Background: an optimization exercise with open tools, aiming at small area and few clock cycles. Do not read the settings as production practice.
Only simulation tests tie the RTL to the original design; equivalence was not proved.

==> flow/design.v (outline; a module is shown in full before it is edited, if it fits) <==
// module pw_fa: 4 lines
// module pw_ha: 4 lines
// module pw_mac: 367 lines
// module pw_mul: 902 lines
// module pw_requant: 40 lines
// module pw_conv_top: 225 lines
module pw_conv_top (
    input  logic               ap_clk,
    input  logic               areset,
    input  logic               ap_start,
    input  logic [31:0]        num_weights,
    input  logic [31:0]        num_bias,
    input  logic [31:0]        num_pixels,
    input  logic [15:0]        cfg_quant_m,
    input  logic [4:0]         cfg_quant_n,
    input  logic               cfg_use_relu,
    input  logic [127:0]       param_data,
    input  logic               param_valid,
    input  logic [63:0]        pixel_data,
    input  logic               pixel_valid,
    output logic               ap_idle,
    output logic               ap_done,
    output logic               param_ready,
    output logic               pixel_ready,
    output logic [63:0]        out_data,
    output logic               out_valid,
    output logic               out_last
);
  // ...
==> flow/flow/run.sh <==
#!/bin/bash
# The standard layout, with the input and output port buffers made of
# buf_2 cells instead of the delay cells buffer_ports picks by default.
# All tool output goes to standard.log; ORFS's own step logs stay under orfs/logs.
set -euo pipefail
export BUFFER_PORTS_ARGS="-buffer_cell sky130_fd_sc_hd__buf_2"
bash standard.sh > standard.log 2>&1
==> flow/standard.sh <==
#!/bin/bash
# synth_recipe.tcl (not shown) runs the flow's synth.tcl, then flattens the netlist and writes it again
# the make line also repeats each setting of config.mk as NAME=value (left out here)
make -C /OpenROAD-flow-scripts/flow DESIGN_CONFIG=/design/flow/config.mk WORK_HOME=/design/flow/orfs CLKGATE_MAP_FILE= SYNTH_SCRIPT=/design/flow/synth_recipe.tcl "${@:-finish}"
==> flow/config.mk <==
export PLATFORM = sky130hd
export DESIGN_NAME = pw_conv_top
export DESIGN_NICKNAME = pw_conv_top
export VERILOG_FILES = /design/flow/design.v
export SDC_FILE = /design/flow/constraint.sdc
export NUM_CORES = 4
export LEC_CHECK = 0
export ABC_AREA = 1
export CAP_MARGIN = 20
export CORE_MARGIN = 2
export CORE_UTILIZATION = 55
export CTS_CLUSTER_DIAMETER = 70
export CTS_CLUSTER_SIZE = 35
export GPL_TIMING_DRIVEN = 0
export PLACE_DENSITY = 0.65
export SLEW_MARGIN = 20
export SYNTH_HIERARCHICAL = 1
export SYNTH_MINIMUM_KEEP_SIZE = 0
==> flow/constraint.sdc <==
create_clock -name core_clock -period 12.0 [get_ports {ap_clk}]
set_input_delay 2.4000 -clock core_clock [delete_from_list [all_inputs] [get_ports {ap_clk}]]
set_output_delay 2.4000 -clock core_clock [all_outputs]
set_load 0.01 [all_outputs]
==> results.toml, run 1 <==
[worst_setup_path]
crit_fanout = 10
reg2reg_to = "out_r[5]$_DFF_P_"
cp-end-kind = "register"
startpoint_type = "register"
worstPathArrival_ns = 12.47
crit_type = "reg2reg"
r2r_slack_ns = 0.40

[sta]
fin_crit_ns = 11.60
maxSlewHeadroom = 0.186
final_hold_viol_count = 0

[floorplanning]
ios = 385
die_w_um = 544

[route]
wl_met2_um = 200000
m1WireLength_um = 201000
drc = 0

[clocking]
cts_resized = 29
htree_levels = 3

[grt]
grt_pass1_vias = 109000

[status]
status = "complete, no violations"

[final_layout]
utilization = 0.594
finalNonFillerCells = 20600
nNonClkInverters = 1910

[synth]
syn-cell-area_mm2 = 0.160

[min_path]
min_from = "bring[2][51]$_DFF_P_"

[power]
Testbench counts, summed over its fixed seeds: cycles 15,005.
==> module pw_conv_top, before the edit <==
module pw_conv_top (
    input  logic               ap_clk,
    input  logic               areset,
    input  logic               ap_start,
    input  logic [31:0]        num_weights,
    input  logic [31:0]        num_bias,
    input  logic [31:0]        num_pixels,
    input  logic [15:0]        cfg_quant_m,
    input  logic [4:0]         cfg_quant_n,
    input  logic               cfg_use_relu,
    input  logic [127:0]       param_data,
    input  logic               param_valid,
    input  logic [63:0]        pixel_data,
    input  logic               pixel_valid,
    output logic               ap_idle,
    output logic               ap_done,
    output logic               param_ready,
    output logic               pixel_ready,
    output logic [63:0]        out_data,
    output logic               out_valid,
    output logic               out_last
);
    localparam int PARAM_W     = 128;
    localparam int PIXEL_W     = 64;
    localparam int LANES       = 8;
    localparam int PARAM_BYTES = PARAM_W / 8;
    localparam int PIXEL_BYTES = PIXEL_W / 8;
    localparam int SIZE_W      = 32;
    localparam int LANE_W      = 8;
    localparam int BIAS_LANE_W = 16;
    localparam int WT_W        = LANES * LANE_W;
    localparam int MEM_DEPTH     = 16;
    localparam int MEM_AW        = 4;
    localparam int PARAM_IDX_LSB = 4;
    localparam int PIXEL_IDX_LSB = 3;
    localparam int RESET_CYCLES = 8;
    localparam int RST_CNT_W    = 3;
    localparam int QM_W    = 16;
    localparam int QN_W    = 5;
    localparam int ACC_W   = 17;
    localparam int SCALE_W = ACC_W + QM_W + 1;
    localparam int Q_MAX   = 127;
    localparam int Q_MIN   = -128;
    localparam logic [2:0] ST_IDLE         = 3'd0;
    localparam logic [2:0] ST_RESET        = 3'd1;
    localparam logic [2:0] ST_LOAD_WEIGHTS = 3'd2;
    localparam logic [2:0] ST_LOAD_BIAS    = 3'd3;
    localparam logic [2:0] ST_START        = 3'd4;
    localparam logic [2:0] ST_PROCESS      = 3'd5;
    localparam logic [2:0] ST_DONE         = 3'd6;
    logic        running;
    logic [3:0]  cur;
    logic [4:0]  wcnt, bcnt;
    logic [13:0] pcnt;
    logic        wfin, bfin, pfin, pfin_d;
    logic        start, active, full_load;
    logic [3:0]  nxt;
    logic [4:0]  wb, bb, wbase, bbase;
    logic [13:0] xb, pbase;
    logic        wph, bph, pph;
    logic        wwe, bwe, pfire;
    logic        w_ok, b_ok;
    logic        w_al, b_al, p_al;
    logic        w_t8, b_t8, p_t8;
    logic        psel;
    logic [4:0]  wcnt_n, bcnt_n;
    logic [13:0] pcnt_n;
    assign wb = num_weights[8:4] + {4'd0, |num_weights[3:0]};
    assign bb = num_bias[8:4]    + {4'd0, |num_bias[3:0]};
    assign xb = num_pixels[16:3] + {13'd0, |num_pixels[2:0]};
    assign ap_done = running & wfin & bfin & pfin_d;
    assign ap_idle = ~running | ap_done;
    assign start   = ap_start & ap_idle;
    assign active  = start | (running & ~ap_done);
    assign full_load = (wb == 5'd16) && (bb == 5'd16);
    assign nxt       = (start && full_load) ? 4'd0 : cur + 4'd1;
    assign wbase = ap_done ? 5'd0  : wcnt;
    assign bbase = ap_done ? 5'd0  : bcnt;
    assign pbase = ap_done ? 14'd0 : pcnt;
    assign wph = active && (wbase < wb);
    assign bph = active && (wbase == wb) && (bbase < bb);
    assign pph = active && (pbase < xb);
    assign w_al = (nxt[2:0] == wbase[2:0]);
    assign b_al = (nxt[2:0] == bbase[2:0]);
    assign p_al = (nxt[2:0] == pbase[2:0]);
    assign w_t8 = nxt[3] ^ wbase[3];
    assign b_t8 = nxt[3] ^ bbase[3];
    assign p_t8 = nxt[3] ^ pbase[3];
    assign param_ready = (wph && w_al) || (bph && b_al);
    assign wwe = param_valid && wph && w_al;
    assign bwe = param_valid && bph && b_al;
    assign w_ok = (pbase >= {9'd0, wb}) || (pbase < {9'd0, wbase}) ||
                  ((pbase == {9'd0, wbase}) && wwe);
    assign b_ok = (pbase >= {9'd0, bb}) || (pbase < {9'd0, bbase}) ||
                  ((pbase == {9'd0, bbase}) && bwe);
    assign pixel_ready = pph && p_al && w_ok && b_ok;
    assign pfire = pixel_valid && pixel_ready;
    assign wcnt_n = wbase + {4'd0, wwe};
    assign bcnt_n = bbase + {4'd0, bwe};
    assign pcnt_n = pbase + {13'd0, pfire};
    always_ff @(posedge ap_clk) begin
        if (areset) begin
            running <= 1'b0;
            cur     <= 4'd0;
            wcnt    <= '0;
            bcnt    <= '0;
            pcnt    <= '0;
            wfin    <= 1'b0;
            bfin    <= 1'b0;
            pfin    <= 1'b0;
            pfin_d  <= 1'b0;
        end else begin
            running <= active;
            cur     <= nxt;
            wcnt    <= active ? wcnt_n : 5'd0;
            bcnt    <= active ? bcnt_n : 5'd0;
            pcnt    <= active ? pcnt_n : 14'd0;
            wfin    <= active && (wcnt_n == wb);
            bfin    <= active && (bcnt_n == bb);
            pfin    <= active && (pcnt_n == xb);
            pfin_d  <= pfin && !ap_done;
        end
    end
    logic [63:0]  wring [16];
    logic [127:0] bring [16];
    logic [63:0]  w_in0, w_in8;
    logic [127:0] b_in0, b_in8;
    assign w_in0 = (wwe && !w_t8) ? param_data[63:0] : wring[15];
    assign w_in8 = (wwe &&  w_t8) ? param_data[63:0] : wring[7];
    assign b_in0 = (bwe && !b_t8) ? param_data       : bring[15];
    assign b_in8 = (bwe &&  b_t8) ? param_data       : bring[7];
    always_ff @(posedge ap_clk) begin
        wring[0] <= w_in0;
        bring[0] <= b_in0;
        wring[8] <= w_in8;
        bring[8] <= b_in8;
        for (int i = 1; i < 16; i++) begin
            if (i != 8) begin
                wring[i] <= wring[i-1];
                bring[i] <= bring[i-1];
            end
        end
    end
    logic [3:0]         pd_one [LANES];
    logic [3:0]         pd_two [LANES];
    logic [3:0]         pd_neg [LANES];
    logic [16:0]        acc_n [LANES];
    logic [7:0]         q_n   [LANES];
    logic               v1, l1, v2, l2;
    logic [63:0]        out_r;
    logic [31:7]        keep_mask;
    logic [8:0]         m_one, m_two;
    logic [7:0]         m_neg;
    logic [17:0]        mx;
    logic [8:0]         px_ext [LANES];
    always_comb begin
        for (int i = 0; i < LANES; i++) begin
            px_ext[i] = {pixel_data[i*8 +: 8], 1'b0};
        end
    end
    for (genvar g = 0; g < LANES; g++) begin : g_mac
        pw_mac u_mac (
            .one (pd_one[g]),
            .two (pd_two[g]),
            .neg (pd_neg[g]),
            .w   (psel ? wring[8][g*8 +: 8]   : wring[0][g*8 +: 8]),
            .b   (psel ? bring[8][g*16 +: 16] : bring[0][g*16 +: 16]),
            .acc (acc_n[g])
        );
    end
    always_ff @(posedge ap_clk) begin
        if (areset) begin
            v1 <= 1'b0;
            v2 <= 1'b0;
        end else begin
            v1 <= pfire;
            v2 <= v1;
        end
        l1    <= pcnt_n == xb;
        l2    <= l1;
        for (int i = 0; i < LANES; i++) begin
            for (int k = 0; k < 4; k++) begin
                pd_one[i][k] <= px_ext[i][2*k+1] ^ px_ext[i][2*k];
                pd_two[i][k] <= (px_ext[i][2*k+2] & ~px_ext[i][2*k+1] & ~px_ext[i][2*k]) |
                                (~px_ext[i][2*k+2] & px_ext[i][2*k+1] & px_ext[i][2*k]);
                pd_neg[i][k] <= px_ext[i][2*k+2] & ~(px_ext[i][2*k+1] & px_ext[i][2*k]);
            end
        end
        psel  <= p_t8;
        for (int i = 0; i < LANES; i++) begin
            out_r[i*8 +: 8] <= q_n[i];
        end
    end
    always_comb begin
        mx = {1'b0, cfg_quant_m, 1'b0};
        for (int k = 0; k < 9; k++) begin
            m_one[k] = mx[2*k+1] ^ mx[2*k];
            m_two[k] = (k < 8) ? ((mx[2*k+2] & ~mx[2*k+1] & ~mx[2*k]) |
                                  (~mx[2*k+2] & mx[2*k+1] & mx[2*k])) : 1'b0;
        end
        for (int k = 0; k < 8; k++) begin
            m_neg[k] = mx[2*k+2] & ~(mx[2*k+1] & mx[2*k]);
        end
    end
    always_comb begin
        for (int b = 7; b < 32; b++) begin
            keep_mask[b] = (6'(b) >= {1'b0, cfg_quant_n} + 6'd7);
        end
    end
    for (genvar g = 0; g < LANES; g++) begin : g_lane
        pw_requant u_rq (
            .acc       (acc_n[g]),
            .one       (m_one),
            .two       (m_two),
            .neg       (m_neg),
            .n         (cfg_quant_n),
            .relu      (cfg_use_relu),
            .keep_mask (keep_mask),
            .q         (q_n[g])
        );
    end
    assign out_data  = out_r;
    assign out_valid = v2;
    assign out_last  = l2;
endmodule
==> run 2, diff against run 1 <==
--- a/flow/design.v
+++ b/flow/design.v
@@ -1501,2 +1501,5 @@
     logic [17:0]        mx;
+    logic [15:0]        m_r;
+    logic [4:0]         n_r;
+    logic               relu_r;
     logic [8:0]         px_ext [LANES];
@@ -1527,2 +1530,5 @@
         l2    <= l1;
+        m_r    <= cfg_quant_m;
+        n_r    <= cfg_quant_n;
+        relu_r <= cfg_use_relu;
         for (int i = 0; i < LANES; i++) begin
@@ -1541,3 +1547,3 @@
     always_comb begin
-        mx = {1'b0, cfg_quant_m, 1'b0};
+        mx = {1'b0, m_r, 1'b0};
         for (int k = 0; k < 9; k++) begin
@@ -1553,3 +1559,3 @@
         for (int b = 7; b < 32; b++) begin
-            keep_mask[b] = (6'(b) >= {1'b0, cfg_quant_n} + 6'd7);
+            keep_mask[b] = (6'(b) >= {1'b0, n_r} + 6'd7);
         end
@@ -1562,4 +1568,4 @@
             .neg       (m_neg),
-            .n         (cfg_quant_n),
-            .relu      (cfg_use_relu),
+            .n         (n_r),
+            .relu      (relu_r),
             .keep_mask (keep_mask),
==> results.toml, run 2 <==
[worst_setup_path]
cp-end-kind = "register"
r2r_slack_ns = 0.43
cp_slowest_cell = "fa_1"
worstPathArrival_ns = 12.31
reg2regPathDepth = 48
critPathLaunch = "psel$_DFF_P_"
critPathMaxStageDelay_ns = 0.62
timing.critical_path.mode_cell = "fa_1"
timing.rr.start = "psel$_DFF_P_"
startpoint_type = "register"
crit_fanout = 10
crit_type = "reg2reg"
required_ns = 12.74

[grt]
busiest_layer = "met2"
use_met2 = 0.489
grt_pass1_vias = 112000
grt_use_met3 = 0.0461
grtUsageMet1 = 0.418
overflow = 0
grt_max_degree = 36
grt_pass1_wl_um = 698000
antenna_found_initial = 49
grtUsageTotal = 0.309

[synth]
synth_area_per_cell_um2 = 9.84
synth_nets = 18700
ys_warn_count = 22
synthCells = 16400
syn-cell-area_mm2 = 0.161

[sta]
fmax_mhz = 86.4
setup_violations = 0
fin_worst_skew_ns = 0.0960
rsz0062_at_grt = "no"
slew_viol_final = 0
fin_crit_ns = 11.57
setup_ws_ns = 0.429
maxSlewHeadroom = 0.177
hold-worst-slack_ns = 0.267
period_share = 0.964
tightestPinTransition_ns = 1.23
final_hold_viol_count = 0

[route]
ant_nets = 0
drtIter0Drc = 9718
routed_wl_um = 465000
via_per_inst = 5.38
first_pass_iters = 8
dr_total_vias = 112000
drc = 0
drt-wirelength-per-cell_um = 22.2

[status]
status = "complete, no violations"

[clocking]
cts-buffers-inserted = 135
htree_levels = 4
clkSlewWorstSetupHoldPaths_ns = 0.12
insertion_delay_ns = 0.89
clock_sinks = 3292
cts_root_buf = "clkbuf_16"
cts_tree = "built"
cts_max_path_buffers = 4
holdBufCountCts = 0

[placement]
io_buffers = 322
place_ws_ns = -0.629
placed_cell_area_mm2 = 0.169
dpl.hpwl_um = 368000
gp_congestion = 1.01

[floorplanning]
die_h_um = 546
die_area_mm2 = 0.298
die_w_um = 546
num_rows = 198
core_area_mm2 = 0.291
initial_core_util = 0.554
ios = 385

[final_layout]
drive_above_1_share = 0.124
fin_area_mm2 = 0.174
mostFrequentLayoutCells = "dfxtp_1, nand2_1, inv_1"
final_nets = 19200
top_register = "bring"
largest_reg_flops = 2048
final_common_cell = "dfxtp_1"
largestRegisters = "bring x2048, wring x1024, out_r x64"
area_delta_synth_final_pct = 7.96

[run]
cap_violations = 0

[min_path]
min_path_cells = 0
hp-class = "reg2reg"
min_from = "bring[11][126]$_DFF_P_"
run 2: cell types whose count changed in the layout (fill, tap and decap cells not counted), moves of 11 or more:
cell       before   now
nand2_1      2217  2477
inv_1        1718  1656
o21ai_0       234   277
o21ai_2        42    13
clkbuf_1      254   270
o21ai_1       230   214
dfxtp_1      3270  3285
xor2_1       1609  1622
clkbuf_16     126   138
clkbuf_2       15    26
run 2: path summary, 6_finish.rpt:
path,to
min,bring[12][126]$_DFF_P_
max,out_r[35]$_DFF_P_
max reg2reg,out_r[35]$_DFF_P_
min reg2reg,bring[12][126]$_DFF_P_
run 2: metrics by stage:
| step | setup TNS (ns) | util | cells |
|---|---|---|---|
| 2_1_floorplan | 0 | - | 16400 |
| 3_3_place_gp | -72.52 | 0.576 | 20600 |
| 3_5_place_dp | -13.29 | 0.581 | 20700 |
| 4_1_cts | 0 | 0.597 | 20900 |
| 5_1_grt | 0 | 0.598 | 20900 |
| 6_report | 0 | 0.598 | 20900 |
run 2: metal layers:
layer / vias up / part of all wire / wire [um]
met3: 976 / 0.065 / 30000
met5: - / 0.00021 / 96
met4: 16 / 0.057 / 26400
li1: 53200 / - / -
met2: 3969 / 0.44 / 206000
met1: 54300 / 0.43 / 202000
run 2: timing repair:
action / 4_1_cts / 5_1_grt
pin swaps: 0 / 2
buffers inserted: 0 / 2
setup endpoints to repair: 48 / 64
resized for setup: 17 / 105
run 2: critical path: cells and delay by family (launching register included):
| family | cells | cell delay, ns |
|---|---|---|
| buffers and inverters | 9 | 1.85 |
| AOI/OAI and AO/OA | 5 | 0.81 |
| xor gates and xnor gates | 4 | 1.11 |
| and+or+nand+nor | 19 | 2.02 |
| DFF | 1 | 0.38 |
| adders and majority gates | 10 | 4.87 |
| muxes | 1 | 0.38 |
run 2: area by class of cell:
type,count,area (um^2)
Antenna cell,19,47.5
Tap cell,3900,4880
Buffer,1056,6280
Fill cell,25500,117000
Clock inverter,51,946
Clock buffer,145,3510
Inverter,1838,6980
Sequential cell,3292,65900
Multi-Input combinational cell,10200,82900
Timing Repair Buffer,372,2760
Testbench counts of run 2, summed over its fixed seeds: cycles 15,005.

## re-timing with driven ports
Ports are ideal in the flow. The routed layouts listed here were re-timed in OpenROAD. Step 1: set_driving_cell puts a clkbuf_16 on ap_clk and a buf_2 on each other input, an assumption about the parent block. Step 2 times the ports against the registers' clock, not the clock port: input delays grow and output delays shrink by t, the midpoint of the rising clock arrivals with the driver on. Slacks: ideal ports / drivers / drivers and shift; pairs: ideal ports / drivers.
run | t, ns | setup slack, ns | worst setup path at the end | slew at the worst register clock pin (ns)
run 1 | 1.001 | 0.405 / 0.405 / 0.405 | register to register | 0.12 / 0.12
run 2 | 0.949 | 0.429 / 0.429 / 0.429 | register to register | 0.12 / 0.12
After both steps every run listed still meets setup and hold.
